This design comes from an exercise in tuning for small area, a short achievable clock period and few clock cycles per item on the open sky130 flow, not from production work.
Function was checked by simulation only, so behaviour that the tests miss may differ from the original.
Power is estimated from default activity; no workload was simulated.

## flow/design.v

```verilog
`timescale 1ns / 1ps
`default_nettype none
package ksm_pkg;
    localparam int SLOTS      = 16;
    localparam int SLOT_W     = 4;
    localparam int CNT_W      = 5;
    localparam int KEY_W      = 64;
    localparam int STAMP_BITS = 32;
    localparam int CFG_W      = 5;
    localparam logic [CFG_W-1:0] OPEN_SLOTS_RST = CFG_W'(SLOTS);
endpackage
`default_nettype wire
`timescale 1ns / 1ps
`default_nettype none
module key_slot_map_lru_evict (
    input  wire         i_clk,
    input  wire         i_rst_n,
    input  wire         i_s_tvalid,
    output logic        o_s_tready,
    input  wire  [63:0] i_s_tdata,    
    input  wire  [0:0]  i_s_tuser,    
    output logic        o_m_tvalid,
    input  wire         i_m_tready,
    output logic [71:0] o_m_tdata,    
    output logic [1:0]  o_m_tuser,    
    input  wire         i_cfg_valid,
    output logic        o_cfg_ready,
    input  wire  [4:0]  i_cfg_data    
);
    localparam int N = 16;
    logic [63:0] r_tkey [N];
    logic [N-1:0] r_le [N];    
    logic [N-1:0] r_cur;
    logic [N-1:0] r_u;           
    logic [4:0]   r_used;
    logic [4:0]   r_open;
    logic         r_fresh;       
    logic [31:0]  r_row;
    logic [3:0]   r_last_slot;
    logic [N-1:0] r_victim;      
    logic         r_bv;
    logic [63:0]  r_key;         
    logic         r_key_v;
    logic         r_cnt;
    logic [N-1:0] r_match_lo;    
    logic [N-1:0] r_match_hi;    
    logic         r_eq_lo;
    logic         r_eq_hi;
    logic [3:0]   r_o_slot;
    logic [63:0]  r_o_key;
    logic         r_o_new;
    logic         r_o_ev;
    logic         r_eq;          
    logic         out_free;
    logic         r_free;
    logic         bv_next;
    logic         ov_next;
    logic         resolve;
    logic         accept;
    assign o_cfg_ready = i_rst_n;
    assign out_free    = !o_m_tvalid || i_m_tready;
    assign resolve     = r_bv && out_free;
    assign o_s_tready  = i_rst_n && (r_free || i_m_tready);
    assign accept      = i_s_tvalid && o_s_tready;
    assign o_m_tdata = {4'b0000, r_o_key, r_o_slot};
    assign o_m_tuser = {r_o_ev, r_o_new};
    logic [N-1:0] ksel;          
    logic [N-1:0] a_match_lo;
    logic [N-1:0] a_match_hi;
    always_comb begin
        for (int i = 0; i < N; i++) begin
            a_match_lo[i] = (r_tkey[i][31:0] == i_s_tdata[31:0]);
            a_match_hi[i] = (r_tkey[i][63:32] == i_s_tdata[63:32]);
        end
    end
    always_ff @(posedge i_clk) begin
        if (accept) begin
            r_key   <= i_s_tdata;
            r_cnt   <= i_s_tuser[0];
            r_match_lo <= a_match_lo & r_u & ~(resolve ? ksel : '0);
            r_match_hi <= a_match_hi;
            r_eq_lo    <= r_key_v && (r_key[31:0] == i_s_tdata[31:0]);
            r_eq_hi    <= (r_key[63:32] == i_s_tdata[63:32]);
        end
    end
    logic [N-1:0] hv;
    logic         hit;
    logic [3:0]   hit_slot;
    logic [N-1:0] victim;
    logic [3:0]   victim_slot;
    logic [N-1:0] new_oh;
    logic         fresh;
    logic         miss;
    logic [N-1:0] wsel;          
    logic [3:0]   f_slot;
    logic [63:0]  ev_key;
    logic         inc;
    assign hv  = r_match_lo & r_match_hi;
    assign r_eq = r_eq_lo && r_eq_hi;
    assign hit = |hv;
    always_comb begin
        hit_slot = '0;
        for (int i = 0; i < N; i++) if (hv[i]) hit_slot = hit_slot | 4'(i);
    end
    logic [N-1:0] sec;
    logic [N-1:0] v_low;         
    logic         v_first;
    logic [N-1:0] v_after;
    logic         v_empty;
    assign victim = r_victim;
    always_comb begin
        for (int i = 0; i < N; i++) begin
            sec[i] = r_u[i] & !r_victim[i];
            for (int j = 0; j < N; j++) begin
                if (j < i) sec[i] = sec[i] & (!r_le[j][i] | r_victim[j]);
                if (j > i) sec[i] = sec[i] & (!r_u[j] | r_victim[j] | r_le[i][j]);
            end
        end
    end
    always_comb begin
        v_low[0] = 1'b0;
        for (int i = 1; i < N; i++) v_low[i] = v_low[i-1] | r_victim[i-1];
    end
    assign v_first = !(|sec) || (|(sec & v_low & r_cur));
    assign v_after = v_first ? r_victim : sec;
    assign v_empty = !r_u[0];
    always_comb begin
        victim_slot = '0;
        for (int i = 0; i < N; i++) if (victim[i]) victim_slot = victim_slot | 4'(i);
    end
    always_comb begin
        for (int i = 0; i < N; i++) new_oh[i] = !r_u[i] && ((i == 0) || r_u[(i == 0) ? 0 : i - 1]);
    end
    logic [4:0] open_next;
    logic [4:0] lim_next;
    logic       fresh_next;
    assign open_next = i_cfg_valid ? i_cfg_data : r_open;
    always_comb begin
        if (open_next == '0)        lim_next = 5'd1;
        else if (open_next > 5'd16) lim_next = 5'd16;
        else                        lim_next = open_next;
    end
    assign fresh_next = (resolve && miss && fresh) ? ((r_used + 5'd1) < lim_next)
                                                    : (r_used < lim_next);
    assign fresh = r_fresh;
    assign miss  = !r_eq && !hit;
    always_comb begin
        if (r_eq)       f_slot = r_last_slot;
        else if (hit)   f_slot = hit_slot;
        else if (fresh) f_slot = r_used[3:0];
        else            f_slot = victim_slot;
    end
    assign ksel = !miss ? '0 : (fresh ? new_oh : victim);
    assign wsel = r_eq ? '0 : (hit ? hv : ksel);
    always_comb begin
        ev_key = '0;
        for (int i = 0; i < N; i++) if (victim[i]) ev_key = ev_key | r_tkey[i];
        if (!(miss && !fresh)) ev_key = '0;
    end
    assign inc = r_cnt && (r_row != '1);
    assign bv_next = accept || (r_bv && !resolve);
    assign ov_next = resolve || (o_m_tvalid && !i_m_tready);
    always_ff @(posedge i_clk) begin
        if (!i_rst_n) begin
            r_open     <= 5'd16;
            r_fresh    <= 1'b1;
            r_used     <= '0;
            r_u        <= '0;
            r_last_slot <= '0;
            r_victim    <= '0;
            r_row      <= '0;
            r_bv       <= 1'b0;
            r_free     <= 1'b1;
            r_key_v    <= 1'b0;
            o_m_tvalid <= 1'b0;
        end else begin
            r_open  <= open_next;
            r_fresh <= fresh_next;
            if (accept) r_key_v <= 1'b1;
            r_bv       <= bv_next;
            o_m_tvalid <= ov_next;
            r_free     <= !(bv_next && ov_next);
            if (resolve) begin
                if (v_empty)
                    r_victim <= wsel;
                else if (|(wsel & r_victim))
                    r_victim <= v_after;
                r_last_slot <= f_slot;
                if (miss && fresh) begin
                    r_used <= r_used + 5'd1;
                    r_u    <= r_u | new_oh;
                end
                if (inc) r_row <= r_row + 32'd1;
            end
        end
    end
    always_ff @(posedge i_clk) begin
        if (resolve) begin
            r_o_slot <= f_slot;
            r_o_key  <= ev_key;
            r_o_new  <= miss;
            r_o_ev   <= miss && !fresh;
            for (int i = 0; i < N; i++) begin
                if (ksel[i]) r_tkey[i] <= r_key;
                for (int j = 0; j < N; j++) begin
                    if (j > i) begin
                        if (wsel[i])      r_le[i][j] <= r_cur[j];
                        else if (wsel[j]) r_le[i][j] <= 1'b1;
                    end
                end
            end
            r_cur <= inc ? '0 : (r_cur | wsel);
        end
    end
endmodule
`default_nettype wire
```

## flow/flow/run.sh

```bash
#!/bin/bash
set -euo pipefail
bash standard.sh "BUFFER_PORTS_ARGS=-buffer_cell sky130_fd_sc_hd__buf_4" finish > standard_flow.log 2>&1
```

## flow/standard.sh

```bash
#!/bin/bash
# synth_recipe.tcl (not shown) runs the flow's synth.tcl, then flattens the netlist and writes it again
# the make line also repeats each setting of config.mk as NAME=value (left out here)
make -C /OpenROAD-flow-scripts/flow DESIGN_CONFIG=/design/flow/config.mk WORK_HOME=/design/flow/orfs CLKGATE_MAP_FILE= SYNTH_SCRIPT=/design/flow/synth_recipe.tcl "${@:-finish}"
```

## flow/config.mk

```make
export PLATFORM = sky130hd
export DESIGN_NAME = key_slot_map_lru_evict
export DESIGN_NICKNAME = key_slot_map_lru_evict
export VERILOG_FILES = /design/flow/design.v
export SDC_FILE = /design/flow/constraint.sdc
export NUM_CORES = 4
export LEC_CHECK = 0
export CAP_MARGIN = 25
export CORE_MARGIN = 2
export CORE_UTILIZATION = 65
export CTS_BUF_LIST = sky130_fd_sc_hd__clkbuf_16
export CTS_CLUSTER_DIAMETER = 80
export CTS_CLUSTER_SIZE = 30
export SETUP_SLACK_MARGIN = 4.3
export SLEW_MARGIN = 25
```

## flow/constraint.sdc

```tcl
create_clock -name core_clock -period 8.0 [get_ports {i_clk}]
set_input_delay 1.6000 -clock core_clock [delete_from_list [all_inputs] [get_ports {i_clk}]]
set_output_delay 1.6000 -clock core_clock [all_outputs]
set_load 0.01 [all_outputs]
```

==> results of run 1 <==
cells by family (layout without fill, tap and decap cells):
logic type / Yosys count / after routing / share of synthesized area [%]
compound gates: 931 / 931 / 10.5
xor+xnor: 1117 / 1117 / 14.7
fa+ha+maj: 10 / 10 / 0.188
buf+inv: 415 / 412 / 2.54
flops: 1411 / 1411 / 62.4
mux: 34 / 34 / 0.527
other cells: 1 / 17 / 0.00564
simple gates: 1075 / 1078 / 9.13
path summary, 6_finish.rpt:
check / slack [ps] / end / start
worst max register to register: 4170 / r_le[5][12] / r_victim[5]
worst min-delay path: 490 / r_last_slot[3] / r_last_slot[3]
worst max-delay path: 4170 / r_le[5][12] / r_victim[5]
worst min register to register: 490 / r_last_slot[3] / r_last_slot[3]
cell type report:
| type | instances | share of cell area [%] |
|---|---|---|
| Sequential cell | 1411 | 58.3 |
| Multi-Input combinational cell | 3174 | 33.2 |
| Timing Repair Buffer | 271 | 3.24 |
| Tap cell | 1368 | 2.40 |
| Clock buffer | 60 | 2.10 |
| Clock inverter | 32 | 0.391 |
| Inverter | 48 | 0.303 |
| Antenna cell | 13 | 0.0456 |
| Timing Repair inverter | 1 | 0.0123 |
flip-flops by register name (all words and copies together) (netlist names), 4 cells and up:
signal,count
r_victim,16
r_le,120
r_last_slot,4
r_row,32
r_key,64
r_match_lo,16
r_o_slot,4
r_o_key,64
r_used,5
r_u,16
r_match_hi,16
r_cur,15
r_tkey,1024
r_open,5
cell usage in the layout, fill, tap and decap left out, drive strengths merged, types with 9 or more instances in the layout:
| cell | n |
|---|---|
| a2111o | 14 |
| a2111oi | 13 |
| a21boi | 16 |
| a21oi | 161 |
| a221oi | 194 |
| a22o | 194 |
| a22oi | 130 |
| a31oi | 68 |
| and2 | 14 |
| and3 | 73 |
| buf | 268 |
| clkbuf | 61 |
| clkinv | 13 |
| dfxtp | 83 |
| diode | 13 |
| edfxtp | 1328 |
| ha | 10 |
| inv | 66 |
| mux2i | 29 |
| nand2 | 102 |
| nand2b | 45 |
| nand3 | 134 |
| nand4 | 148 |
| nor2 | 134 |
| nor2b | 80 |
| nor3 | 45 |
| nor3b | 16 |
| nor4 | 238 |
| o2111ai | 12 |
| o21ai | 54 |
| o22ai | 37 |
| or3 | 9 |
| or3b | 11 |
| or4 | 10 |
| xnor2 | 285 |
| xor2 | 832 |
report_power, final:
group | switching (W) | leakage (nW) | internal, W
Combinational | 0.000880 | 8.97 | 0.000337
Clock | 0.00243 | 0.907 | 0.00144
Sequential | 0.000121 | 12.6 | 0.00810
Total | 0.00343 | 22.5 | 0.00988
per-layer routing:
metal  share of wire (%)  wire length [µm]  vias to the layer above
li1                    -                 -                    19000
met1                  33             91200                    24600
met2                  40            111000                     5630
met3                  20             55000                     1116
met4                 6.7             18500                       26
met5                0.12               341                        -
through the flow:
| step | std cells | hold WS [ps] |
|---|---|---|
| CTS | 6356 | 477 |
| finish | 6378 | 489 |
| detailed placement | 6247 | 461 |
| floorplan | 4997 | 423 |
| global placement | 6242 | 455 |
| global route | 6365 | 493 |
critical path, delay by kind of cell (launching register included):
kind / cells / cell delay [ps]
multiplexers: 1 / 280
AO/OA/AOI/OAI: 2 / 600
AND/OR/NAND/NOR: 1 / 360
buffers and inverters: 3 / 1480
flip-flops: 1 / 690
repair_timing:
action	4_1_cts	5_1_grt
pin swaps	4	1
gates resized for setup	30	10
buffers inserted	12	7
gates cloned	5	1
setup endpoints to repair	695	360
hold endpoints to repair	0	0
==> metrics.yaml, run 1 <==
routedWlPerCell_um: 43.3
synth_enable_flop_cells: 1328
final_util_pct: 70.2
n_fill_cell: 7179
groute.layer.met1.usage_pct: 67.3
track_usage_pct: 51.5
final.setup.tns_ps: 0
initial_utilization_pct: 65.5
clock_tree.htree_level_count: 2
area.sequential_mm2: 0.0416
rsz_0062_raised_after_global_routing: "false"
groute.layer.met3.usage_pct: 26.6
clock_skews_ps: 42.0
multi_input_area_mm2: 0.0237
path_cells: "buf_4 > buf_6 > mux2i_1 > o21ai_0 > buf_4 > nand2_2 > a21oi_1"
synth_ff_type: "sky130_fd_sc_hd__edfxtp_1"
max-cap-violations: 0
grt.met2_usage_pct: 71.2
max_slew_margin_pct: 12.7
synth_cell_type_count: 81
maximum_number_of_pins_on_one_net_before_global_route_repair: 110
die_area_mm2: 0.105
clockBufferDepth: 3
row_count: 117
synthArstFlopShare_pct: 0
post-synth-top-area-fraction_pct: 60.0
boundaryPins: 152
worstHoldPathType: "reg2reg"
viasPerCell: 7.90
worst_path_largest_cell_delay_ps: 690
die-height_um: 324
synth.yosys.warnings: 3
p_r_area_growth_vs_syn_pct: 7.25
cts_made_buffers: 58
numClockSinks: 1411
post-route-min-period_ps: 3830
tritoncts_clock_tree: "done"
dp_hpwl_um: 184000
power.ir.vdd_worst_v: 0.000222
final_area_mm2: 0.0713
worstHoldPathCells: 2
synth_cells: 4994
antenna_found_initial: 28
tightestPinTransition_ps: 1300
critPathMaxFanout: 33
synth.largest_area_cell: "sky130_fd_sc_hd__edfxtp_1"
layout.nets: 5050
syn-cell-area_mm2: 0.0665
cp-end-kind: "flop"
crit_arrival_ps: 4260
postRouteAntennaNets: 0
synthTopCellsByCount: "1328 x sky130_fd_sc_hd__edfxtp_1, 832 x sky130_fd_sc_hd__xor2_1, 285 x sky130_fd_sc_hd__xnor2_1, 277 x sky130_fd_sc_hd__clkbuf_1, 235 x sky130_fd_sc_hd__nor4_1"
status: "no timing/DRC/antenna violations"
totalPowerFinal_w: 0.0133
drt_wl_total_um: 276000
finalHoldViolCount: 0
power.leakage_nw: 22.5
io_buffers: 147
critPathSlowestCell: "sky130_fd_sc_hd__dfxtp_4"
power_per_cell_area_mw_per_mm2: 187
drive_gt1_share_pct: 9.15
yosys-top-cells-area: "sky130_fd_sc_hd__edfxtp_1 60%, sky130_fd_sc_hd__xor2_1 11%, sky130_fd_sc_hd__xnor2_1 3.8%, sky130_fd_sc_hd__a221oi_1 2.6%, sky130_fd_sc_hd__a22o_1 2.6%"
number_of_storage_elements_in_the_synthesis_netlist: 1411
critPathKind: "reg2reg"
final.period_utilization_pct: 47.9
drt_pre_antenna_iters: 7
final.setup.worst_slack_ps: 4170
clk_pin_slew_worst_paths_ps: 120
grt_first_pass_wirelength_um: 368000
yosysMostFrequentCell: "sky130_fd_sc_hd__edfxtp_1"
timing.reg2reg.worst_path_depth: 7
timing.final.max_slew_violations: 0
crit_path_frequent_cell: "sky130_fd_sc_hd__buf_4"
drc: 0
dpl-instance-area_mm2: 0.0690
cts_hold_repair.buffers: 0
gr-max-usage-layer: "met2"
proportion_of_synthesized_chip_area_in_sequential_cells_pct: 62.4
setup_viol: 0
final_weighted_congestion_in_routability_driven_placement: 1.16
synthesis.area_per_instance_um2: 13.3
fmaxAchievable_mhz: 261
cts-root-buf: "sky130_fd_sc_hd__clkbuf_16"
detailedRoute.firstIterationViolations: 12100
globalRouteOverflowTotal: 0
first_global_vias: 45200
worst-endpoint-required_ps: 8430
clkLatencyLatePin_ps: 770
critPathLaunchType: "flop"
detailed_route_via_count: 50400
pre_cts_slack_ps: 3090
die_x_um: 324
design.core.area_mm2: 0.102
Testbench counts, summed over its fixed seeds: cycles 3,216, items 3,200.
==> inputs of run 2 (changes only) <==
--- a/flow/design.v
+++ b/flow/design.v
@@ -39,4 +39,5 @@
     logic [3:0]   r_last_slot;
     logic [N-1:0] r_victim;      
+    logic [3:0]   r_vidx;        
     logic         r_bv;
     logic [63:0]  r_key;         
@@ -114,5 +115,5 @@
             for (int j = 0; j < N; j++) begin
                 if (j < i) sec[i] = sec[i] & (!r_le[j][i] | r_victim[j]);
-                if (j > i) sec[i] = sec[i] & (!r_u[j] | r_victim[j] | r_le[i][j]);
+                if (j > i) sec[i] = sec[i] & (r_victim[j] | r_le[i][j]);
             end
         end
@@ -125,7 +126,13 @@
     assign v_after = v_first ? r_victim : sec;
     assign v_empty = !r_u[0];
-    always_comb begin
-        victim_slot = '0;
-        for (int i = 0; i < N; i++) if (victim[i]) victim_slot = victim_slot | 4'(i);
+    logic [N-1:0] vdec;
+    logic [3:0]   v_after_slot;
+    assign victim_slot = r_vidx;
+    always_comb begin
+        for (int i = 0; i < N; i++) vdec[i] = (r_vidx == 4'(i));
+    end
+    always_comb begin
+        v_after_slot = '0;
+        for (int i = 0; i < N; i++) if (v_after[i]) v_after_slot = v_after_slot | 4'(i);
     end
     always_comb begin
@@ -151,5 +158,5 @@
         else            f_slot = victim_slot;
     end
-    assign ksel = !miss ? '0 : (fresh ? new_oh : victim);
+    assign ksel = !miss ? '0 : (fresh ? new_oh : vdec);
     assign wsel = r_eq ? '0 : (hit ? hv : ksel);
     always_comb begin
@@ -169,4 +176,5 @@
             r_last_slot <= '0;
             r_victim    <= '0;
+            r_vidx      <= '0;
             r_row      <= '0;
             r_bv       <= 1'b0;
@@ -182,8 +190,11 @@
             r_free     <= !(bv_next && ov_next);
             if (resolve) begin
-                if (v_empty)
+                if (v_empty) begin
                     r_victim <= wsel;
-                else if (|(wsel & r_victim))
+                    r_vidx   <= f_slot;
+                end else if (|(wsel & r_victim)) begin
                     r_victim <= v_after;
+                    r_vidx   <= v_after_slot;
+                end
                 r_last_slot <= f_slot;
                 if (miss && fresh) begin
@@ -205,5 +216,5 @@
                 for (int j = 0; j < N; j++) begin
                     if (j > i) begin
-                        if (wsel[i])      r_le[i][j] <= r_cur[j];
+                        if (wsel[i])      r_le[i][j] <= r_cur[j] | !r_u[j];
                         else if (wsel[j]) r_le[i][j] <= 1'b1;
                     end
--- a/flow/config.mk
+++ b/flow/config.mk
@@ -11,5 +11,5 @@
 export CTS_BUF_LIST = sky130_fd_sc_hd__clkbuf_16
 export CTS_CLUSTER_DIAMETER = 80
-export CTS_CLUSTER_SIZE = 30
-export SETUP_SLACK_MARGIN = 4.3
+export CTS_CLUSTER_SIZE = 24
+export SETUP_SLACK_MARGIN = 4.4
 export SLEW_MARGIN = 25
==> metrics.yaml, run 2 <==
postRouteAntennaNets: 0  # unchanged
globalRouteOverflowTotal: 0  # unchanged
post-route-min-period_ps: 3710  # -118 ps
design.core.area_mm2: 0.102  # +0.14%
fmaxAchievable_mhz: 269  # +3.2%
cts_made_buffers: 71  # +22%
largest_registers: "r_tkey: 1024 flops, r_le: 120 flops"
crit_path_frequent_cell: "sky130_fd_sc_hd__nand4_1"
critPathKind: "in2reg"
max-cap-violations: 0  # unchanged
numClockSinks: 1415  # +0.28%
layoutNonFillerInstCount: 6472  # +1.5%
synth_enable_flop_cells: 1328  # unchanged
drive_gt1_share_pct: 9.97  # +0.83 points
final_area_mm2: 0.0722  # +1.2%
critPathMaxFanout: 18  # -45%
setup_viol: 0  # unchanged
io_buffers: 147  # unchanged
tritoncts_clock_tree: "done"
detailedRoute.firstIterationViolations: 13000  # +7.1%
max_flop_register: "r_tkey"
grt_first_pass_wirelength_um: 385000  # +4.6%
maximum_number_of_pins_on_one_net_before_global_route_repair: 68  # -38%
synthArstFlopShare_pct: 0  # unchanged
clkLatencyLatePin_ps: 730  # -40 ps
synthTopCellsByCount: "1328 x sky130_fd_sc_hd__edfxtp_1, 809 x sky130_fd_sc_hd__xor2_1, 316 x sky130_fd_sc_hd__xnor2_1, 290 x sky130_fd_sc_hd__clkbuf_1, 241 x sky130_fd_sc_hd__nor4_1"
worst_path_largest_cell_delay_ps: 840  # +150 ps
cts-root-buf: "sky130_fd_sc_hd__clkbuf_16"
power.leakage_nw: 22.6  # +0.87%
number_of_storage_elements_in_the_synthesis_netlist: 1415  # +0.28%
antenna_found_initial: 23  # -18%
layout.nets: 5160  # +2.2%
largest_register_ffs: 1024  # unchanged
dp_hpwl_um: 191000  # +3.7%
power_per_cell_area_mw_per_mm2: 194  # +3.9%
path_cells: "buf_4 > xnor2_1 > nand4_1 > nor4_1 > nand4_1 > nor3_1"
drc: 0  # unchanged
post-synth-top-area-fraction_pct: 59.8  # -0.15 points
mostFrequentLayoutCell: "sky130_fd_sc_hd__edfxtp_1"
synth_cells: 5064  # +1.4%
worst_path_dominant_cell_family: "simple AND/OR/NAND/NOR gates"
cellInternalPower_w: 0.0103  # +4.0%
share_of_total_power_consumed_by_net_switching_pct: 26.6  # +0.85 points
power.ir.vdd_worst_v: 0.000250  # +12%
drt_pre_antenna_iters: 8  # +1
proportion_of_synthesized_chip_area_in_sequential_cells_pct: 62.4  # about the same
synth.yosys.warnings: 3  # unchanged
pwr-share-comb_pct: 11.5  # +2.3 points
synthesis.area_per_instance_um2: 13.2  # -1.1%
yosys-top-cells-area: "sky130_fd_sc_hd__edfxtp_1 60%, sky130_fd_sc_hd__xor2_1 11%, sky130_fd_sc_hd__xnor2_1 4.2%, sky130_fd_sc_hd__dfxtp_1 2.6%, sky130_fd_sc_hd__a221oi_1 2.6%"
timing.final.max_slew_violations: 0  # unchanged
clock_skews_ps: 40.3  # -1.69 ps
final_cell_mix: "1328 x sky130_fd_sc_hd__edfxtp_1, 808 x sky130_fd_sc_hd__xor2_1, 316 x sky130_fd_sc_hd__xnor2_1, 257 x sky130_fd_sc_hd__buf_4, 212 x sky130_fd_sc_hd__nor4_1"
worst-endpoint-required_ps: 8540  # +110 ps
max_slew_margin_pct: 8.17  # -4.5 points
crit_arrival_ps: 4250  # about the same
cp_num_buf_inv: 1  # -2
syn-cell-area_mm2: 0.0667  # +0.24%
placed_cells: 6314  # +1.1%
viasPerCell: 8.10  # +2.5%
final.period_utilization_pct: 46.4  # -1.5 points
worstHoldPathType: "reg2reg"
final.setup.tns_ps: 0  # unchanged
final_weighted_congestion_in_routability_driven_placement: 1.13  # -2.6%
die_area_mm2: 0.105  # +0.24%
critPathLaunchType: "input port"
sequentialPowerShare_pct: 58.9  # -2.9 points
die_x_um: 324  # +0.12%
drt_wl_total_um: 288000  # +4.2%
clk_pin_slew_worst_paths_ps: 100  # -20 ps
rsz_0062_raised_after_global_routing: "true"
routedWlPerCell_um: 44.5  # +2.7%
clockBufferDepth: 3  # unchanged
p_r_area_growth_vs_syn_pct: 8.30
critPathSlowestCell: "sky130_fd_sc_hd__nor4_1"
power_frac_clock_pct: 29.6  # +0.5 points
finalHoldViolCount: 0  # unchanged
dpl-instance-area_mm2: 0.0692  # +0.27%
synth_ff_type: "sky130_fd_sc_hd__edfxtp_1"
status: "no timing/DRC/antenna violations"
die-height_um: 324  # +0.12%
first_global_vias: 46700  # +3.4%
boundaryPins: 152  # unchanged
synth.largest_area_cell: "sky130_fd_sc_hd__edfxtp_1"
yosysMostFrequentCell: "sky130_fd_sc_hd__edfxtp_1"
tightestPinTransition_ps: 1360  # +67.2 ps
synth_cell_type_count: 80  # -1.2%
detailed_route_via_count: 52400  # +4.0%
clock_tree.htree_level_count: 3  # +1
netSwitchingPower_w: 0.00372  # +8.6%
track_usage_pct: 54.0  # +2.5 points
row_count: 117  # unchanged
initial_utilization_pct: 65.5  # +0.066 points
cp-end-kind: "flop"
totalPowerFinal_w: 0.0140  # +5.2%
==> run 2: stage by stage <==
stage               utilization (%)  hold WS (ps)  worst slack [ps]
floorplan                         -           423              3800
detailed placement             68.0           467              2580
CTS                            70.6           483              4400
finish                         71.0           483              4290
global route                   71.0           503              4380
global placement               67.9           448              2650
==> run 2: worst paths after layout <==
kind / cells past startpoint / start / end / slack, ps
max reg2reg: 7 / r_match_lo[13] / r_match_lo[8] / 4350
max: 6 / i_s_tdata[5] / r_match_lo[4] / 4290
min: 2 / r_last_slot[3] / r_last_slot[3] / 480
min reg2reg: 2 / r_last_slot[3] / r_last_slot[3] / 480
==> run 2: cell type report <==
type	count	area (µm²)
clock inverters	19	183
multi-input cells	3251	23900
clock buffers	72	1800
fillers	6911	29500
repair buffers	299	2660
diodes	11	27.5
inverters	35	185
repair inverters	2	32.5
well taps	1368	1710
flip-flops and latches	1415	41700
==> run 2: what timing repair did <==
action | in CTS | in global routing
resized for setup | 54 | 18
endpoints found under the setup margin | 1192 | 176
buffers inserted | 26 | 21
cloned | 8 | 0
pin swaps | 11 | 9
hold buffers | 0 | 0
==> run 2: per-layer routing <==
layer / part of all wire [%] / track usage (%) / wire length (µm)
met5: 0.30 / 5.28 / 853
met4: 7.2 / 25.1 / 20700
met3: 21 / 29.5 / 60000
met2: 39 / 74.0 / 114000
met1: 32 / 69.4 / 92600
==> run 2: power by group through the flow <==
stage	Clock (W)	Sequential [W]	Combinational, W
after global placement	0	0.00843	0.00136
after detailed placement	0	0.00843	0.00137
after CTS	0.00407	0.00824	0.00145
after global routing	0.00430	0.00824	0.00158
after floorplan	0	0.00833	0.000813
final	0.00414	0.00825	0.00161
==> run 2: kinds of logic (layout without fill, tap and decap cells) <==
family | after synthesis | after routing | share of synthesized area [%]
xor gates and xnor gates | 1125 | 1125 | 14.8
other | 1 | 15 | 0.00562
muxes | 8 | 8 | 0.126
DFF | 1415 | 1415 | 62.4
AOI/OAI and AO/OA | 938 | 938 | 10.7
buffers and inverters | 405 | 427 | 2.44
adders and majority gates | 10 | 10 | 0.188
and+or+nand+nor | 1162 | 1166 | 9.36
==> run 2: worst register-to-register path, cell delays in order (launching register included) <==
cell                       delay [ps]
sky130_fd_sc_hd__edfxtp_1         430
sky130_fd_sc_hd__nand2_1          220
sky130_fd_sc_hd__nand4_1          210
sky130_fd_sc_hd__or4_4            720
sky130_fd_sc_hd__nor2_4           300
sky130_fd_sc_hd__nand2_8          290
sky130_fd_sc_hd__nor2_2          1090
sky130_fd_sc_hd__nor3_1            90
Testbench counts of run 2, summed over its fixed seeds: cycles 3,216, items 3,200.
==> inputs of run 3 (changes only) <==
--- a/flow/design.v
+++ b/flow/design.v
@@ -64,5 +64,5 @@
     assign o_s_tready  = i_rst_n && (r_free || i_m_tready);
     assign accept      = i_s_tvalid && o_s_tready;
-    assign o_m_tdata = {4'b0000, r_o_key, r_o_slot};
+    assign o_m_tdata = {4'b0000, r_o_key & {64{r_o_ev}}, r_o_slot};
     assign o_m_tuser = {r_o_ev, r_o_new};
     logic [N-1:0] ksel;          
@@ -163,5 +163,4 @@
         ev_key = '0;
         for (int i = 0; i < N; i++) if (victim[i]) ev_key = ev_key | r_tkey[i];
-        if (!(miss && !fresh)) ev_key = '0;
     end
     assign inc = r_cnt && (r_row != '1);
--- a/flow/config.mk
+++ b/flow/config.mk
@@ -12,4 +12,4 @@
 export CTS_CLUSTER_DIAMETER = 80
 export CTS_CLUSTER_SIZE = 24
-export SETUP_SLACK_MARGIN = 4.4
+export SETUP_SLACK_MARGIN = 4.5
 export SLEW_MARGIN = 25
==> metrics.yaml, run 3 <==
power.leakage_nw: 22.8  # +0.82%
final_area_mm2: 0.0725  # +0.36%
max_slew_margin_pct: 10.9  # +2.7 points
timing.hold.ws_ps: 484  # +1.24 ps
post-route-min-period_ps: 3690  # -23.1 ps
drive_gt1_share_pct: 9.90  # -0.075 points
cellInternalPower_w: 0.0104  # +1.4%
power_per_cell_area_mw_per_mm2: 196  # +1.3%
synthesis.area_per_instance_um2: 13.3  # +1.2%
viasPerCell: 8.14  # +0.53%
sequentialPowerShare_pct: 58.2  # -0.7 points
tritoncts_clock_tree: "done"
tightestPinTransition_ps: 1320  # -40.8 ps
drc: 0  # unchanged
crit_arrival_ps: 4250  # about the same
largest_register_ffs: 1024  # unchanged
dpl-instance-area_mm2: 0.0690  # -0.20%
clock_tree.htree_level_count: 3  # unchanged
share_of_total_power_consumed_by_net_switching_pct: 26.8  # +0.15 points
critical_path.reg2reg.startpoint: "r_eq_lo"
pwr-share-comb_pct: 11.8  # +0.3 points
cts_hold_repair.buffers: 0  # unchanged
rsz_0062_raised_after_global_routing: "true"
critPathLaunchType: "input port"
initial_utilization_pct: 65.5  # -0.069 points
yosys-top-cells-area: "sky130_fd_sc_hd__edfxtp_1 60%, sky130_fd_sc_hd__xor2_1 11%, sky130_fd_sc_hd__xnor2_1 4.1%, sky130_fd_sc_hd__a221oi_1 3.4%, sky130_fd_sc_hd__a22o_1 3.4%"
pre_cts_slack_ps: 3150  # +571 ps
largest_registers: "r_tkey: 1024 flops, r_le: 120 flops"
synth.yosys.warnings: 3  # unchanged
worstHoldPathType: "reg2reg"
power.ir.vdd_worst_v: 0.000268  # +7.2%
critPathKind: "in2reg"
io_buffers: 147  # unchanged
power_frac_clock_pct: 30.0  # +0.4 points
number_of_storage_elements_in_the_synthesis_netlist: 1415  # unchanged
finalHoldViolCount: 0  # unchanged
maximum_number_of_pins_on_one_net_before_global_route_repair: 96  # +41%
first_global_vias: 46500  # -0.39%
end_point_of_the_worst_hold_path: "r_last_slot[3]"
synth_enable_flop_cells: 1328  # unchanged
path_cells: "buf_4 > xnor2_1 > nand4_1 > nor4_1 > nand4_1 > nor3_1"
syn-cell-area_mm2: 0.0666  # -0.11%
postRouteAntennaNets: 0  # unchanged
final_weighted_congestion_in_routability_driven_placement: 1.13  # +0.45%
holdCritStartpoint: "r_last_slot[3]"
max_flop_register: "r_tkey"
setup_viol: 0  # unchanged
timing.final.max_slew_violations: 0  # unchanged
regToRegEndpoint: "r_tkey[14][50]"
worst_path_largest_cell_delay_ps: 1040  # +200 ps
timing.reg2reg.worst_path_depth: 4  # -3
cts-root-buf: "sky130_fd_sc_hd__clkbuf_16"
globalRouteOverflowTotal: 0  # unchanged
status: "no timing/DRC/antenna violations"
track_usage_pct: 54.2  # +0.26 points
critPathMaxFanout: 18  # unchanged
synthTopCellsByCount: "1328 x sky130_fd_sc_hd__edfxtp_1, 809 x sky130_fd_sc_hd__xor2_1, 314 x sky130_fd_sc_hd__clkbuf_1, 311 x sky130_fd_sc_hd__xnor2_1, 261 x sky130_fd_sc_hd__a221oi_1"
drt_pre_antenna_iters: 9  # +1
routedWlPerCell_um: 45.3  # +1.9%
detailed_route_via_count: 52400  # -0.050%
netSwitchingPower_w: 0.00381  # +2.2%
die-height_um: 324  # about the same
final.period_utilization_pct: 46.1  # -0.29 points
grt_first_pass_wirelength_um: 385000  # about the same
final_util_pct: 71.2  # +0.25 points
synth_cell_type_count: 77  # -3.8%
synth.largest_area_cell: "sky130_fd_sc_hd__edfxtp_1"
die_area_mm2: 0.105  # -0.10%
clockBufferDepth: 3  # unchanged
antenna_found_initial: 20  # -13%
worst_path_dominant_cell_family: "simple AND/OR/NAND/NOR gates"
synth_ff_type: "sky130_fd_sc_hd__edfxtp_1"
max-cap-violations: 0  # unchanged
timing.reg2reg.setup_slack_ps: 4420  # +70 ps
critPathSlowestCell: "sky130_fd_sc_hd__nor4_1"
fmaxAchievable_mhz: 271  # +0.63%
worstHoldPathCells: 2  # unchanged
final.setup.tns_ps: 0  # unchanged
final.setup.worst_slack_ps: 4310  # +23.1 ps
crit_path_frequent_cell: "sky130_fd_sc_hd__nand4_1"
mostFrequentLayoutCell: "sky130_fd_sc_hd__edfxtp_1"
clock_skews_ps: 42.7  # +2.39 ps
synthArstFlopShare_pct: 0  # unchanged
synth_cells: 5000  # -1.3%
proportion_of_synthesized_chip_area_in_sequential_cells_pct: 62.5  # +0.066 points
boundaryPins: 152  # unchanged
final_cell_mix: "1328 x sky130_fd_sc_hd__edfxtp_1, 809 x sky130_fd_sc_hd__xor2_1, 311 x sky130_fd_sc_hd__xnor2_1, 261 x sky130_fd_sc_hd__a221oi_1, 259 x sky130_fd_sc_hd__a22o_1"
die_x_um: 324  # about the same
dp_hpwl_um: 191000  # about the same
row_count: 117  # unchanged
p_r_area_growth_vs_syn_pct: 8.80
numClockSinks: 1415  # unchanged
clkLatencyLatePin_ps: 730  # about the same
yosysMostFrequentCell: "sky130_fd_sc_hd__edfxtp_1"
cp_num_buf_inv: 1  # unchanged
post-synth-top-area-fraction_pct: 59.9  # +0.063 points
detailedRoute.firstIterationViolations: 12800  # -1.8%
clk_pin_slew_worst_paths_ps: 100  # about the same
layout.nets: 5112  # -0.93%
drt_wl_total_um: 292000  # +1.3%
cp-end-kind: "flop"
cts_made_buffers: 72  # +1.4%
design.core.area_mm2: 0.102  # unchanged
worst-endpoint-required_ps: 8560  # +20 ps
## run 3: final cells by class
type                    count  area (µm²)
flip-flops and latches   1415       41700
fillers                  6844       29300
clock inverters            25         282
repair inverters            1        11.3
repair buffers            308        2880
inverters                  36         179
well taps                1368        1710
diodes                     16        40.0
clock buffers              73        1830
multi-input cells        3193       23900
## run 3: power groups by stage
stage	clock network (W)	logic [W]	registers, W
4_1_cts	0.00418	0.00151	0.00828
5_1_grt	0.00440	0.00165	0.00828
3_5_place_dp	0	0.00141	0.00848
2_1_floorplan	0	0.000825	0.00836
6_report	0.00427	0.00168	0.00828
3_3_place_gp	0	0.00140	0.00848
## run 3: worst max-delay path by stage
stage,start,end,slack [ps],cells past startpoint
after global placement,i_m_tready,r_tkey[1][34],3230,7
after CTS,r_match_hi[1],r_match_lo[13],4180,7
after floorplan,i_m_tready,r_tkey[0][0],4250,6
after detailed placement,i_m_tready,r_tkey[1][23],3150,7
final,i_s_tdata[21],r_match_lo[4],4310,6
after global routing,i_m_tready,o_s_tready,4370,3
## run 3: per-stage QoR
step	std cells	power, W
final	6435	0.0142
after global routing	6421	0.0143
after CTS	6400	0.0140
after detailed placement	6238	0.00989
after global placement	6238	0.00988
after floorplan	5003	0.00919
## run 3: timing repair
action	4_1_cts	5_1_grt
gates cloned	7	4
hold endpoints to repair	0	0
endpoints found under the setup margin	889	696
buffers inserted	57	15
pin swaps	19	10
gates resized for setup	50	38
## run 3: logic make-up (layout without fill, tap and decap cells)
group,after synthesis,count (layout),synth area share (%)
muxes,12,12,0.186
adders and majority gates,10,10,0.188
DFF,1415,1415,62.5
other,1,20,0.00563
and+or+nand+nor,1135,1141,9.47
AOI/OAI and AO/OA,905,906,10.6
buffers and inverters,402,443,2.33
xor gates and xnor gates,1120,1120,14.7
## run 3: tightest hold or removal path: stages, from the launching register on
cell                       delay, ps
sky130_fd_sc_hd__dfxtp_1         330
sky130_fd_sc_hd__nand2_1          50
sky130_fd_sc_hd__a21boi_0         70
## run 3: routing by layer
layer	up-vias	share of wire [%]	GRT usage [%]	wire length, µm
li1	19100	-	-	-
met1	25300	33	71.0	94800
met2	6484	39	73.8	114000
met3	1439	20	28.4	59800
met4	30	7.7	25.8	22300
met5	-	0.20	3.15	576
Testbench counts of run 3, summed over its fixed seeds: cycles 3,216, items 3,200.
==> inputs of run 4 (changes only) <==
==> flow/flow/run.sh (replaced) <==
#!/bin/bash
set -euo pipefail
bash standard.sh "BUFFER_PORTS_ARGS=-buffer_cell sky130_fd_sc_hd__buf_4" MATCH_CELL_FOOTPRINT=0 finish > standard_flow.log 2>&1
==> metrics.yaml, run 4 <==
worstHoldPathType: "reg2reg"
tritoncts_clock_tree: "done"
final_weighted_congestion_in_routability_driven_placement: 1.12  # -1.4%
synth.largest_area_cell: "sky130_fd_sc_hd__edfxtp_1"
setup_viol: 0  # unchanged
routedWlPerCell_um: 45.2  # -0.19%
die_x_um: 324  # unchanged
timing.hold.ws_ps: 483  # -1.22 ps
synthTopCellsByCount: "1328 x sky130_fd_sc_hd__edfxtp_1, 809 x sky130_fd_sc_hd__xor2_1, 314 x sky130_fd_sc_hd__clkbuf_1, 311 x sky130_fd_sc_hd__xnor2_1, 261 x sky130_fd_sc_hd__a221oi_1"
detailed_route_via_count: 52500  # +0.22%
proportion_of_synthesized_chip_area_in_sequential_cells_pct: 62.5  # unchanged
clock_tree.htree_level_count: 3  # unchanged
io_buffers: 147  # unchanged
synthArstFlopShare_pct: 0  # unchanged
finalHoldViolCount: 0  # unchanged
viasPerCell: 8.10  # -0.45%
synth_ff_type: "sky130_fd_sc_hd__edfxtp_1"
final_cell_mix: "1328 x sky130_fd_sc_hd__edfxtp_1, 809 x sky130_fd_sc_hd__xor2_1, 309 x sky130_fd_sc_hd__xnor2_1, 284 x sky130_fd_sc_hd__buf_4, 261 x sky130_fd_sc_hd__a221oi_1"
timing.reg2reg.setup_slack_ps: 4440  # +20 ps
layout.nets: 5152  # +0.78%
numClockSinks: 1415  # unchanged
post-synth-top-area-fraction_pct: 59.9  # unchanged
yosys-top-cells-area: "sky130_fd_sc_hd__edfxtp_1 60%, sky130_fd_sc_hd__xor2_1 11%, sky130_fd_sc_hd__xnor2_1 4.1%, sky130_fd_sc_hd__a221oi_1 3.4%, sky130_fd_sc_hd__a22o_1 3.4%"
status: "no timing/DRC/antenna violations"
max_flop_register: "r_tkey"
clkLatencyLatePin_ps: 740  # about the same
cts-root-buf: "sky130_fd_sc_hd__clkbuf_16"
cp-end-kind: "flop"
design.core.area_mm2: 0.102  # unchanged
tightestPinTransition_ps: 1250  # -72.9 ps
track_usage_pct: 54.7  # +0.46 points
worstSetupStartpoint: "i_s_tdata[13]"
sequentialPowerShare_pct: 57.8  # -0.4 points
critPathLaunchType: "input port"
dp_hpwl_um: 191000  # +0.26%
max-cap-violations: 0  # unchanged
antenna_found_initial: 38  # +90%
regToRegEndpoint: "r_le[0][1]"
first_global_vias: 46600  # +0.16%
timing.final.max_slew_violations: 0  # unchanged
critPathMaxFanout: 18  # unchanged
largest_register_ffs: 1024  # unchanged
pwr-share-comb_pct: 12.1  # +0.3 points
syn-cell-area_mm2: 0.0666  # unchanged
final.setup.tns_ps: 0  # unchanged
detailedRoute.firstIterationViolations: 12900  # +1.0%
boundaryPins: 152  # unchanged
power_per_cell_area_mw_per_mm2: 196  # -0.29%
synth_enable_flop_cells: 1328  # unchanged
mostFrequentLayoutCell: "sky130_fd_sc_hd__edfxtp_1"
netSwitchingPower_w: 0.00388  # +1.8%
power.leakage_nw: 23.1  # +1.3%
synth.yosys.warnings: 3  # unchanged
timing.reg2reg.worst_path_depth: 6  # +2
drive_gt1_share_pct: 11.3  # +1.4 points
max_slew_margin_pct: 15.8  # +4.9 points
globalRouteOverflowTotal: 0  # unchanged
power.ir.vdd_worst_v: 0.000265  # -1.2%
die_area_mm2: 0.105  # unchanged
critical_path.reg2reg.startpoint: "r_match_lo[1]"
synthesis.area_per_instance_um2: 13.3  # unchanged
maximum_number_of_pins_on_one_net_before_global_route_repair: 74  # -23%
share_of_total_power_consumed_by_net_switching_pct: 27.1  # +0.37 points
postRouteAntennaNets: 0  # unchanged
largest_registers: "r_tkey: 1024 flops, r_le: 120 flops"
die-height_um: 324  # unchanged
drc: 0  # unchanged
synth_cell_type_count: 77  # unchanged
p_r_area_growth_vs_syn_pct: 9.61
critical_path_capture_point: "r_match_lo[15]"
cellInternalPower_w: 0.0104  # about the same
drt_wl_total_um: 293000  # +0.48%
initial_utilization_pct: 65.5  # unchanged
fmaxAchievable_mhz: 265  # -2.4%
number_of_storage_elements_in_the_synthesis_netlist: 1415  # unchanged
critPathKind: "in2reg"
row_count: 117  # unchanged
yosysMostFrequentCell: "sky130_fd_sc_hd__edfxtp_1"
final_util_pct: 71.8  # +0.53 points
final.period_utilization_pct: 47.2  # +1.1 points
cts_hold_repair.buffers: 0  # unchanged
clock_skews_ps: 43.9  # +1.22 ps
crit_arrival_ps: 4230  # -20 ps
rsz_0062_raised_after_global_routing: "true"
grt_first_pass_wirelength_um: 388000  # +0.71%
synth_cells: 5000  # unchanged
worst-endpoint-required_ps: 8450  # -110 ps
drt_pre_antenna_iters: 12  # +3
power_frac_clock_pct: 30.1  # about the same
post-route-min-period_ps: 3780  # +89.3 ps
n_fill_cell: 6853  # +0.13%
clk_pin_slew_worst_paths_ps: 100  # about the same
cts_made_buffers: 73  # +1.4%
clockBufferDepth: 3  # unchanged
[run 4: cell counts after synthesis]
No cell type changed its count.
[run 4: metrics by stage]
step / instance area, µm² / std cells / total power, W / setup WS (ps)
2_1_floorplan: 66800 / 5003 / 0.00919 / 3410
3_3_place_gp: 69000 / 6244 / 0.00987 / 2810
3_5_place_dp: 69100 / 6247 / 0.00989 / 2780
4_1_cts: 72400 / 6430 / 0.0140 / 4380
5_1_grt: 73000 / 6464 / 0.0144 / 4390
6_report: 73000 / 6478 / 0.0143 / 4220
[run 4: metal layers]
| metal | track usage, % | part of all wire (%) | vias to the layer above |
|---|---|---|---|
| li1 | - | - | 19200 |
| met1 | 70.4 | 33 | 25600 |
| met2 | 74.7 | 40 | 6269 |
| met3 | 29.3 | 20 | 1342 |
| met4 | 26.9 | 7.3 | 55 |
| met5 | 5.05 | 0.36 | - |
[run 4: how the worst min path moves through the flow]
stage                           to  cells past startpoint      startpoint
floorplan                  r_key_v                      2         r_key_v
global placement    r_last_slot[3]                      2  r_last_slot[3]
detailed placement  r_last_slot[3]                      2  r_last_slot[3]
CTS                 r_last_slot[3]                      2  r_last_slot[3]
global route        r_last_slot[3]                      2  r_last_slot[3]
finish              r_last_slot[3]                      2  r_last_slot[3]
[run 4: kinds of logic (layout without fill, tap and decap cells)]
logic type               Yosys count  after routing  share of synthesized area [%]
AND/OR/NAND/NOR                 1135           1140                           9.47
multiplexers                      12             12                          0.186
AO/OA/AOI/OAI                    905            906                           10.6
buffers and inverters            402            484                           2.33
flip-flops                      1415           1415                           62.5
other                              1             23                        0.00563
XOR/XNOR                        1120           1120                           14.7
adder cells (fa/ha/maj)           10             10                          0.188
[run 4: critical path, stage by stage]
cell and delay [ps]:
sky130_fd_sc_hd__buf_4 240, sky130_fd_sc_hd__xnor2_2 610, sky130_fd_sc_hd__nand4_1 380, sky130_fd_sc_hd__nor4_4 650
sky130_fd_sc_hd__nand4_1 190, sky130_fd_sc_hd__nor3_1 530
[run 4: area by class of cell]
cell class                      instances  area [µm²]  share of cell area, %
Sequential cell                      1415       41700                   57.1
Clock inverter                         26         310                  0.425
Antenna cell                           19        47.5                 0.0651
Multi-Input combinational cell       3192       23900                   32.8
Inverter                               36         161                  0.221
Timing Repair Buffer                  349        3350                   4.59
Clock buffer                           73        1830                   2.50
Tap cell                             1368        1710                   2.34
[run 4: repair_timing]
action	in CTS	in global routing
endpoints found under the setup margin	1119	302
resized for setup	74	66
setup buffers	73	25
cloned	11	3
pin swaps	18	18
hold endpoints to repair	0	0
[run 4: power groups by stage]
stage / Clock, W / Sequential [W] / Combinational, W
floorplan: 0 / 0.00836 / 0.000824
global placement: 0 / 0.00848 / 0.00140
detailed placement: 0 / 0.00848 / 0.00141
CTS: 0.00421 / 0.00826 / 0.00155
global route: 0.00443 / 0.00826 / 0.00169
finish: 0.00430 / 0.00826 / 0.00173
==> inputs of run 5 (changes only) <==
--- a/flow/config.mk
+++ b/flow/config.mk
@@ -12,4 +12,4 @@
 export CTS_CLUSTER_DIAMETER = 80
 export CTS_CLUSTER_SIZE = 24
-export SETUP_SLACK_MARGIN = 4.5
+export SETUP_SLACK_MARGIN = 4.65
 export SLEW_MARGIN = 25
==> metrics.yaml, run 5 <==
clk_pin_slew_worst_paths_ps: 110  # about the same
final.setup.worst_slack_ps: 4250  # +25.9 ps
yosys-top-cells-area: "sky130_fd_sc_hd__edfxtp_1 60%, sky130_fd_sc_hd__xor2_1 11%, sky130_fd_sc_hd__xnor2_1 4.1%, sky130_fd_sc_hd__a221oi_1 3.4%, sky130_fd_sc_hd__a22o_1 3.4%"
clock_tree.htree_level_count: 3  # unchanged
yosysMostFrequentCell: "sky130_fd_sc_hd__edfxtp_1"
routedWlPerCell_um: 44.9  # -0.74%
number_of_storage_elements_in_the_synthesis_netlist: 1415  # unchanged
first_global_vias: 47100  # +1.0%
netSwitchingPower_w: 0.00382  # -1.4%
critPathKind: "in2reg"
rsz_0062_raised_after_global_routing: "true"
tightestPinTransition_ps: 1380  # +125 ps
design.core.area_mm2: 0.102  # unchanged
layout.nets: 5187  # +0.68%
power.leakage_nw: 23.4  # +1.3%
max_slew_margin_pct: 7.94  # -7.9 points
power.ir.vdd_worst_v: 0.000242  # -8.4%
die_area_mm2: 0.105  # unchanged
synth.largest_area_cell: "sky130_fd_sc_hd__edfxtp_1"
cellInternalPower_w: 0.0104  # -0.39%
cts_made_buffers: 71  # -2.7%
numClockSinks: 1415  # unchanged
largest_register_ffs: 1024  # unchanged
crit_arrival_ps: 4320  # +90 ps
tritoncts_clock_tree: "done"
fmaxAchievable_mhz: 266  # +0.69%
viasPerCell: 8.10  # about the same
cp-end-kind: "flop"
max_flop_register: "r_tkey"
row_count: 117  # unchanged
pre_cts_slack_ps: 3040  # +263 ps
dp_hpwl_um: 184000  # -3.6%
worst-endpoint-required_ps: 8570  # +120 ps
globalRouteOverflowTotal: 0  # unchanged
io_buffers: 147  # unchanged
sequentialPowerShare_pct: 58.2  # +0.4 points
n_fill_cell: 6857  # +0.058%
power_frac_clock_pct: 29.3  # -0.8 points
boundaryPins: 152  # unchanged
syn-cell-area_mm2: 0.0666  # unchanged
detailed_route_via_count: 52700  # +0.46%
power_per_cell_area_mw_per_mm2: 192  # -1.6%
cts_hold_repair.buffers: 0  # unchanged
postRouteAntennaNets: 0  # unchanged
setup_viol: 0  # unchanged
detailedRoute.firstIterationViolations: 13000  # +0.91%
post-synth-top-area-fraction_pct: 59.9  # unchanged
die-height_um: 324  # unchanged
share_of_total_power_consumed_by_net_switching_pct: 26.9  # -0.19 points
p_r_area_growth_vs_syn_pct: 10.7
synthTopCellsByCount: "1328 x sky130_fd_sc_hd__edfxtp_1, 809 x sky130_fd_sc_hd__xor2_1, 314 x sky130_fd_sc_hd__clkbuf_1, 311 x sky130_fd_sc_hd__xnor2_1, 261 x sky130_fd_sc_hd__a221oi_1"
cp_num_buf_inv: 1  # unchanged
initial_utilization_pct: 65.5  # unchanged
clockBufferDepth: 3  # unchanged
path_cells: "buf_4 > xnor2_1 > nand4_1 > nor4_1 > nand4_1 > nor3_1"
clkLatencyLatePin_ps: 740  # about the same
status: "no timing/DRC/antenna violations"
drt_wl_total_um: 292000  # -0.25%
grt_first_pass_wirelength_um: 388000  # +0.14%
cts-root-buf: "sky130_fd_sc_hd__clkbuf_16"
worst_path_dominant_cell_family: "simple AND/OR/NAND/NOR gates"
largest_registers: "r_tkey: 1024 flops, r_le: 120 flops"
timing.hold.ws_ps: 481  # -1.79 ps
final.period_utilization_pct: 46.9  # -0.32 points
track_usage_pct: 54.7  # about the same
critPathLaunchType: "input port"
synth_cell_type_count: 77  # unchanged
synthArstFlopShare_pct: 0  # unchanged
synthesis.area_per_instance_um2: 13.3  # unchanged
crit_path_frequent_cell: "sky130_fd_sc_hd__nand4_1"
synth_ff_type: "sky130_fd_sc_hd__edfxtp_1"
proportion_of_synthesized_chip_area_in_sequential_cells_pct: 62.5  # unchanged
post-route-min-period_ps: 3750  # -25.9 ps
timing.final.max_slew_violations: 0  # unchanged
synth_cells: 5000  # unchanged
mostFrequentLayoutCell: "sky130_fd_sc_hd__edfxtp_1"
drive_gt1_share_pct: 12.5  # +1.2 points
finalHoldViolCount: 0  # unchanged
critPathSlowestCell: "sky130_fd_sc_hd__nor4_1"
drc: 0  # unchanged
final_weighted_congestion_in_routability_driven_placement: 1.16  # +4.1%
synth.yosys.warnings: 3  # unchanged
drt_pre_antenna_iters: 12  # unchanged
worstHoldPathType: "reg2reg"
pwr-share-comb_pct: 12.5  # +0.4 points
maximum_number_of_pins_on_one_net_before_global_route_repair: 70  # -5.4%
critPathMaxFanout: 18  # unchanged
clock_skews_ps: 47.5  # +3.67 ps
antenna_found_initial: 30  # -21%
final.setup.tns_ps: 0  # unchanged
die_x_um: 324  # unchanged
worst_path_largest_cell_delay_ps: 1080  # +430 ps
synth_enable_flop_cells: 1328  # unchanged
final_cell_mix: "1328 x sky130_fd_sc_hd__edfxtp_1, 809 x sky130_fd_sc_hd__xor2_1, 309 x sky130_fd_sc_hd__xnor2_1, 261 x sky130_fd_sc_hd__a221oi_1, 259 x sky130_fd_sc_hd__a22o_1"
max-cap-violations: 0  # unchanged
-- run 5: changes by cell type in the layout (fill, tap and decap cells not counted), sizes merged --
cell / delta
buf: +27
clkbuf: +9
inv: -5
and2: +4
nor2: -4
diode: +3
bufinv: -2
clkinv: -2
and3: +1
nand2: +1
-- run 5: cell families after synthesis --
| group | synth area share [%] |
|---|---|
| flip-flops | 62.5 |
| AND/OR/NAND/NOR | 9.47 |
| XOR/XNOR | 14.7 |
| AO/OA/AOI/OAI | 10.6 |
| buffers and inverters | 2.33 |
| multiplexers | 0.186 |
| adder cells (fa/ha/maj) | 0.188 |
| other | 0.00563 |
-- run 5: per-stage QoR --
stage                     std cells  utilization (%)  power [W]  instance area (µm²)
after floorplan                5003                -    0.00919                66800
after global routing           6489             72.4     0.0143                73700
after global placement         6243             67.8    0.00987                68900
final                          6510             72.5     0.0142                73800
after detailed placement       6247             67.9    0.00987                69000
after CTS                      6458             71.9     0.0139                73200
-- run 5: layout make-up --
type | instances | area, µm² | area share [%]
flip-flops and latches | 1415 | 41700 | 56.5
multi-input cells | 3194 | 24100 | 32.7
repair buffers | 384 | 4040 | 5.48
clock buffers | 74 | 1850 | 2.51
well taps | 1368 | 1710 | 2.32
inverters | 36 | 161 | 0.219
clock inverters | 17 | 144 | 0.195
diodes | 22 | 55.1 | 0.0746
-- run 5: worst register-to-register path: stages (launching register included) --
cell and delay (ps):
sky130_fd_sc_hd__edfxtp_1 430, sky130_fd_sc_hd__a222oi_1 480, sky130_fd_sc_hd__nand4_1 250, sky130_fd_sc_hd__nor2_2 310, sky130_fd_sc_hd__buf_4 350, sky130_fd_sc_hd__nand3_4 130, sky130_fd_sc_hd__buf_12 180, sky130_fd_sc_hd__nor2_4 250
sky130_fd_sc_hd__clkbuf_8 570
-- run 5: repair_timing --
action,CTS,global route
pin swaps,27,23
endpoints found under the setup margin,1054,491
buffers inserted,96,27
resized for setup,208,47
cloned,24,1
-- run 5: power by group through the flow --
stage	clock network [W]	registers, W	logic (W)
finish	0.00415	0.00827	0.00177
global route	0.00429	0.00827	0.00174
CTS	0.00408	0.00825	0.00161
detailed placement	0	0.00848	0.00139
global placement	0	0.00848	0.00138
floorplan	0	0.00836	0.000824
-- run 5: path summary, 6_finish.rpt --
kind | start | end | slack [ps] | cells past startpoint
worst min-delay path | r_last_slot[3] | r_last_slot[3] | 480 | 2
worst max register to register | r_match_lo[9] | r_tkey[15][50] | 4570 | 8
worst max-delay path | i_s_tdata[30] | r_match_lo[15] | 4250 | 6
worst min register to register | r_last_slot[3] | r_last_slot[3] | 480 | 2
-- run 5: layer usage --
layer / routed length, µm / up-vias / GRT usage, % / share of wire (%)
met3: 59500 / 1474 / 32.4 / 20
met5: 815 / - / 4.44 / 0.28
met2: 113000 / 6291 / 73.3 / 39
met4: 23500 / 48 / 28.6 / 8.1
li1: - / 19300 / - / -
met1: 95000 / 25600 / 68.8 / 33

-- what the ideal ports hide --
Ports are ideal in the flow. The routed layouts listed here were re-timed in OpenROAD. Step 1, drivers: a clkbuf_16 drives i_clk and a buf_2 each remaining input, both assumed. Step 2 moves the port delays by t, midway between the first and last clock arrival at a register: inputs arrive t later, outputs are due t later. That takes back most of the time a late clock gives input paths. Three values: no drivers, after step 1, after step 2; two values: the first two.
run | shift t [ns] | setup WS [ns] | hold WS [ns] | worst setup path after step 2 | slew at the worst register clock pin (ns)
run 1 | 0.820 | 4.170 / 4.170 / 3.603 | 0.489 / 0.489 / 0.489 | input to register | 0.12 / 0.12
run 2 | 0.790 | 4.288 / 4.209 / 3.551 | 0.483 / 0.483 / 0.483 | input to register | 0.10 / 0.10
run 3 | 0.786 | 4.311 / 4.199 / 3.556 | 0.484 / 0.484 / 0.484 | input to register | 0.11 / 0.11
run 4 | 0.795 | 4.221 / 4.187 / 3.463 | 0.483 / 0.483 / 0.483 | input to register | 0.11 / 0.11
run 5 | 0.790 | 4.247 / 4.202 / 3.509 | 0.481 / 0.481 / 0.481 | input to register | 0.11 / 0.11
After both steps every run listed still meets setup and hold. The setup slack of run 4, which loses most, moves by -0.034 ns with the drivers and by -0.758 ns with both steps.
